Background: an optimization exercise with open tools, aiming at small area. Do not read the settings as production practice.
RTL that was checked went through simulation tests only; none was proved equivalent to the original.

==> inputs of run a <==
// axis_lane_packer
module axis_lane_packer #(
  parameter int LANE_W      = 8,
  parameter int LANES       = 4,
  parameter int DEPTH_LANES = 32,
  parameter int SEG_W       = 12
) (
  input  logic                    clk,
  input  logic                    arst,
  input  logic [LANES*LANE_W-1:0] s_data,
  input  logic [LANES-1:0]        s_keep,
  input  logic                    s_valid,
  input  logic                    s_last,
  output logic                    s_ready,
  output logic [LANES*LANE_W-1:0] m_data,
  output logic [LANES-1:0]        m_keep,
  output logic                    m_valid,
  output logic                    m_last,
  output logic                    m_seg,
  input  logic                    m_ready,
  input  logic [SEG_W-1:0]        seg_len,
  output logic                    keep_err
);
clock: 12.0 ns
lec_check: 0
cap_margin: 20
core_margin: 2
core_utilization: 35
cts_buf_list: sky130_fd_sc_hd__clkbuf_4
place_density: 0.55
slew_margin: 20
run.sh (not shown) runs the stock make flow with config.mk's settings and CLKGATE_MAP_FILE= SYNTH_SCRIPT=/design/flow/synth_recipe.tcl, a recipe that flattens the netlist after the stock synthesis.
==> inputs of run b, as changes to run a <==
==> flow/design.v (replaced) <==
module axis_lane_packer_ao #(
  parameter int W = 8,
  parameter int N = 4
) (
  input  logic [N*W-1:0] d,
  input  logic [N-1:0]   s,
  output logic [W-1:0]   q
);
  always_comb begin
    q = '0;
    for (int i = 0; i < N; i++) q = q | (d[i*W +: W] & {W{s[i]}});
  end
endmodule
module axis_lane_packer #(
  parameter int LANE_W      = 8,
  parameter int LANES       = 4,
  parameter int DEPTH_LANES = 32,
  parameter int SEG_W       = 12
) (
  input  logic                    clk,
  input  logic                    arst,
  input  logic [LANES*LANE_W-1:0] s_data,
  input  logic [LANES-1:0]        s_keep,
  input  logic                    s_valid,
  input  logic                    s_last,
  output logic                    s_ready,
  output logic [LANES*LANE_W-1:0] m_data,
  output logic [LANES-1:0]        m_keep,
  output logic                    m_valid,
  output logic                    m_last,
  output logic                    m_seg,
  input  logic                    m_ready,
  input  logic [SEG_W-1:0]        seg_len,
  output logic                    keep_err
);
  localparam int NB = 4;                  
  localparam int NR = DEPTH_LANES / NB;   
  localparam int RW = $clog2(NR);
  localparam int PW = $clog2(DEPTH_LANES);
  localparam int BW = LANE_W + 1;         
  logic [LANE_W-1:0] r_buf [NB][NR];
  logic              r_end [NB][NR];       
  logic [PW:0]       r_wr, r_rd;           
  logic [SEG_W-1:0]  r_seg_len, r_seg_rem;
  logic              r_pkt_first;
  logic [LANES*LANE_W-1:0] r_m_data;
  logic [NB-1:1]     r_m_keep;             
  logic              r_m_valid, r_m_last, r_m_seg, r_keep_err;
  logic [PW:0] w_fill;
  assign w_fill  = r_wr - r_rd;
  assign s_ready = w_fill <= (PW+1)'(DEPTH_LANES - LANES);
  logic [NB-1:0] w_run;                   
  logic [2:0]    w_wcnt;
  logic          w_acc, w_keep_bad;
  assign w_run      = {&s_keep, &s_keep[2:0], &s_keep[1:0], s_keep[0]};
  assign w_keep_bad = |(s_keep & ~w_run);
  assign w_wcnt     = {w_run[3], w_run[1] & !w_run[3], (w_run[0] & !w_run[1]) | (w_run[2] & !w_run[3])};
  assign w_acc      = s_valid & s_ready;
  logic [1:0]    w_wrot;
  logic [RW-1:0] w_wrow;
  assign w_wrot = r_wr[1:0];
  assign w_wrow = r_wr[PW-1:2];
  logic [1:0]    w_pbank;
  logic          w_mark_prev;
  logic [NR-1:0] w_woh;
  assign w_pbank     = w_wrot + w_wcnt[1:0] - 2'd1;
  assign w_mark_prev = w_acc && s_last && w_wcnt == 3'd0;
  always_comb
    for (int r = 0; r < NR; r++) w_woh[r] = w_wrow == RW'(r);
  logic [LANE_W-1:0] w_wdata [NB];
  for (genvar b = 0; b < NB; b++) begin : g_wr
    logic [NB-1:0] lsel;
    always_comb
      for (int i = 0; i < NB; i++) lsel[i] = 2'(b) - w_wrot == 2'(i);
    axis_lane_packer_ao #(.W(LANE_W), .N(NB)) u_wmux (.d(s_data), .s(lsel), .q(w_wdata[b]));
  end
  always_ff @(posedge clk) begin
    for (int b = 0; b < NB; b++) begin
      logic [1:0]        li;
      logic              we, xe, mv;
      logic [NR-1:0]     wsel, psel;
      li   = 2'(b) - w_wrot;
      we   = w_acc && w_run[li];
      xe   = w_mark_prev && w_pbank == 2'(b);
      mv   = s_last && w_pbank == 2'(b);
      wsel = (2'(b) < w_wrot) ? {w_woh[NR-2:0], w_woh[NR-1]} : w_woh;
      psel = (b == NB-1) ? {w_woh[0], w_woh[NR-1:1]} : w_woh;
      for (int r = 0; r < NR; r++) begin
        if (we && wsel[r]) r_buf[b][r] <= w_wdata[b];
        if ((we && wsel[r]) || (xe && psel[r])) r_end[b][r] <= mv;
      end
    end
  end
  logic [1:0]    w_rrot;
  logic [RW-1:0] w_rrow;
  logic [NR-1:0] w_roh;
  logic [BW-1:0] w_bank [NB];             
  logic [NB-1:0] w_lane_end;
  assign w_rrot = r_rd[1:0];
  assign w_rrow = r_rd[PW-1:2];
  always_comb
    for (int r = 0; r < NR; r++) w_roh[r] = w_rrow == RW'(r);
  for (genvar b = 0; b < NB; b++) begin : g_rd
    logic [NR-1:0]    rsel;
    logic [NR*BW-1:0] rows;
    assign rsel = (2'(b) < w_rrot) ? {w_roh[NR-2:0], w_roh[NR-1]} : w_roh;
    for (genvar r = 0; r < NR; r++) begin : g_row
      assign rows[r*BW +: BW] = {r_buf[b][r], r_end[b][r]};
    end
    axis_lane_packer_ao #(.W(BW), .N(NR)) u_rmux (.d(rows), .s(rsel), .q(w_bank[b]));
  end
  logic [NB-1:0] w_lsel [NB];
  always_comb
    for (int k = 0; k < NB; k++)
      for (int b = 0; b < NB; b++) w_lsel[k][b] = 2'(k) + w_rrot == 2'(b);
  always_comb
    for (int k = 0; k < NB; k++) w_lane_end[k] = |(w_lsel[k] & {w_bank[3][0], w_bank[2][0], w_bank[1][0], w_bank[0][0]});
  logic [SEG_W-1:0] w_seg_len_eff, w_rem;
  logic             w_seg_on;
  assign w_seg_len_eff = r_pkt_first ? seg_len : r_seg_len;
  assign w_rem         = r_pkt_first ? seg_len : r_seg_rem;
  assign w_seg_on      = w_seg_len_eff != '0;
  logic [NB-1:0] w_nt, w_ft, w_kt;        
  logic [NB-1:0] w_endv;
  logic          w_found, w_can_load, w_load, w_seg_end;
  logic [2:0]    w_len;
  assign w_nt[0] = 1'b1;                  
  assign w_nt[1] = !w_seg_on || w_rem > SEG_W'(1);
  assign w_nt[2] = !w_seg_on || w_rem > SEG_W'(2);
  assign w_nt[3] = !w_seg_on || w_rem > SEG_W'(3);
  assign w_ft[0] = w_fill > (PW+1)'(0);
  assign w_ft[1] = w_fill > (PW+1)'(1);
  assign w_ft[2] = w_fill > (PW+1)'(2);
  assign w_ft[3] = w_fill > (PW+1)'(3);
  assign w_endv  = w_lane_end & w_ft & w_nt;
  assign w_found = |w_endv;
  assign w_kt[0] = 1'b1;
  assign w_kt[1] = w_nt[1] && !w_endv[0];
  assign w_kt[2] = w_nt[2] && !(|w_endv[1:0]);
  assign w_kt[3] = w_nt[3] && !(|w_endv[2:0]);
  assign w_len   = {w_kt[3], w_kt[1] & !w_kt[3], !w_kt[1] | (w_kt[2] & !w_kt[3])};
  assign w_can_load = w_found || ((w_nt & ~w_ft) == '0);
  assign w_load     = w_can_load && (!r_m_valid || m_ready);
  assign w_seg_end  = w_seg_on && (w_rem == SEG_W'(w_len));
  logic [LANES*LANE_W-1:0] w_beat;
  for (genvar k = 0; k < NB; k++) begin : g_lane
    logic [NB*LANE_W-1:0] banks;
    for (genvar b = 0; b < NB; b++) begin : g_b
      assign banks[b*LANE_W +: LANE_W] = w_bank[b][BW-1:1];
    end
    axis_lane_packer_ao #(.W(LANE_W), .N(NB)) u_omux (
      .d(banks), .s(w_lsel[k] & {NB{w_kt[k]}}), .q(w_beat[k*LANE_W +: LANE_W]));
  end
  always_ff @(posedge clk) begin
    if (!r_m_valid || m_ready) begin
      r_m_data <= w_beat;
      r_m_keep <= w_kt[NB-1:1];
      r_m_last <= w_found || w_seg_end;
      r_m_seg  <= w_seg_end && !w_found;
    end
    if (r_pkt_first) r_seg_len <= seg_len;
    if (w_load) begin
      r_seg_rem <= w_seg_end ? w_seg_len_eff : w_rem - SEG_W'(w_len);
    end
  end
  always_ff @(posedge clk) begin
    if (arst) begin
      r_wr        <= '0;
      r_rd        <= '0;
      r_pkt_first <= 1'b1;
      r_m_valid   <= 1'b0;
      r_keep_err  <= 1'b0;
    end else begin
      if (w_acc) begin
        r_wr <= r_wr + (PW+1)'(w_wcnt);
        if (w_keep_bad) r_keep_err <= 1'b1;
      end
      if (!r_m_valid || m_ready) r_m_valid <= w_can_load;
      if (w_load) begin
        r_rd        <= r_rd + (PW+1)'(w_len);
        r_pkt_first <= w_found;
      end
    end
  end
  assign m_data   = r_m_data;
  assign m_keep   = {r_m_keep, 1'b1};
  assign m_valid  = r_m_valid;
  assign m_last   = r_m_last;
  assign m_seg    = r_m_seg;
  assign keep_err = r_keep_err;
endmodule
==> flow/flow/run.sh (new file) <==
#!/bin/bash
set -euo pipefail
CTS="-sink_clustering_enable -repair_clock_nets -sink_clustering_size 16 -sink_clustering_max_diameter 50 -dont_use_dummy_load -buf_list sky130_fd_sc_hd__clkbuf_8"
bash standard.sh "BUFFER_PORTS_ARGS=-buffer_cell sky130_fd_sc_hd__buf_1" "CTS_ARGS=$CTS" finish > run_make.log 2>&1
==> flow/standard.sh (new file) <==
#!/bin/bash
# synth_recipe.tcl (not shown) runs the flow's synth.tcl, then flattens the netlist and writes it again
# the make line also repeats each setting of config.mk as NAME=value (left out here)
make -C /OpenROAD-flow-scripts/flow DESIGN_CONFIG=/design/flow/config.mk WORK_HOME=/design/flow/orfs CLKGATE_MAP_FILE= SYNTH_SCRIPT=/design/flow/synth_recipe.tcl "${@:-finish}"
CTS_BUF_LIST = default   (was sky130_fd_sc_hd__clkbuf_4)
SYNTH_HIERARCHICAL = 1   (was default)
removed: flow/run.sh
==> run notes <==
| quantity | run b | run a |
|---|---|---|
| Outcome | no timing/DRC/antenna violations | no timing/DRC/antenna violations |
| Fraction of final layout cells with drive strength greater than 1 | 7.82% | 20.0% |
| Post-Route M1 WL | 21000 um | 21800 um |
| Std-Cell Rows | 80 | 82 |
| Met1 routing resource usage after global routing | 26.3% | 25.1% |
| Final non-clock buffer share | 3.11% | 5.36% |
| Maximum number of pins on one net before global-route repair | 45 | 48 |
| Number of placed instances with taps included | 1995 | 2040 |
| Initial cell density of the core | 35.6% | 35.4% |
| Syn avg cell area | 12.6 um2 | 13.5 um2 |
| Area Overhead vs Synth | 7.61% | 17.4% |
| Netlist area before placement | 17000 um2 | 17700 um2 |
| Clock network latency to the later pin of the worst-skew pair | 620 ps | 820 ps |
The RTL of run b was laid out without a check of its function.

port drivers added, routing unchanged:
How much do the figures lean on ideal ports? The routed layouts below were timed once more, with nothing changed but the port constraints. Step 1 sets driving cells, clkbuf_16 on the clock port and buf_2 on the other inputs (assumed; they add their load-dependent delay and slew). Step 2 also shifts input and output timing later by t, the mid clock arrival at the registers, as if the neighbouring blocks saw the same clock. Slacks: no drivers / after step 1 / after step 2; pairs: no drivers / after step 1.
run | t, ns | setup WS [ns] | cell pins on the clock port's net
run a | 0.843 | 4.200 / 4.200 / 3.500 | 1
run b | 0.633 | 5.354 / 5.354 / 4.885 | 1
After both steps every run listed still meets setup and hold. For run a, which loses most, drivers alone change the setup slack by 0.000 ns; drivers and shift together by -0.700 ns.
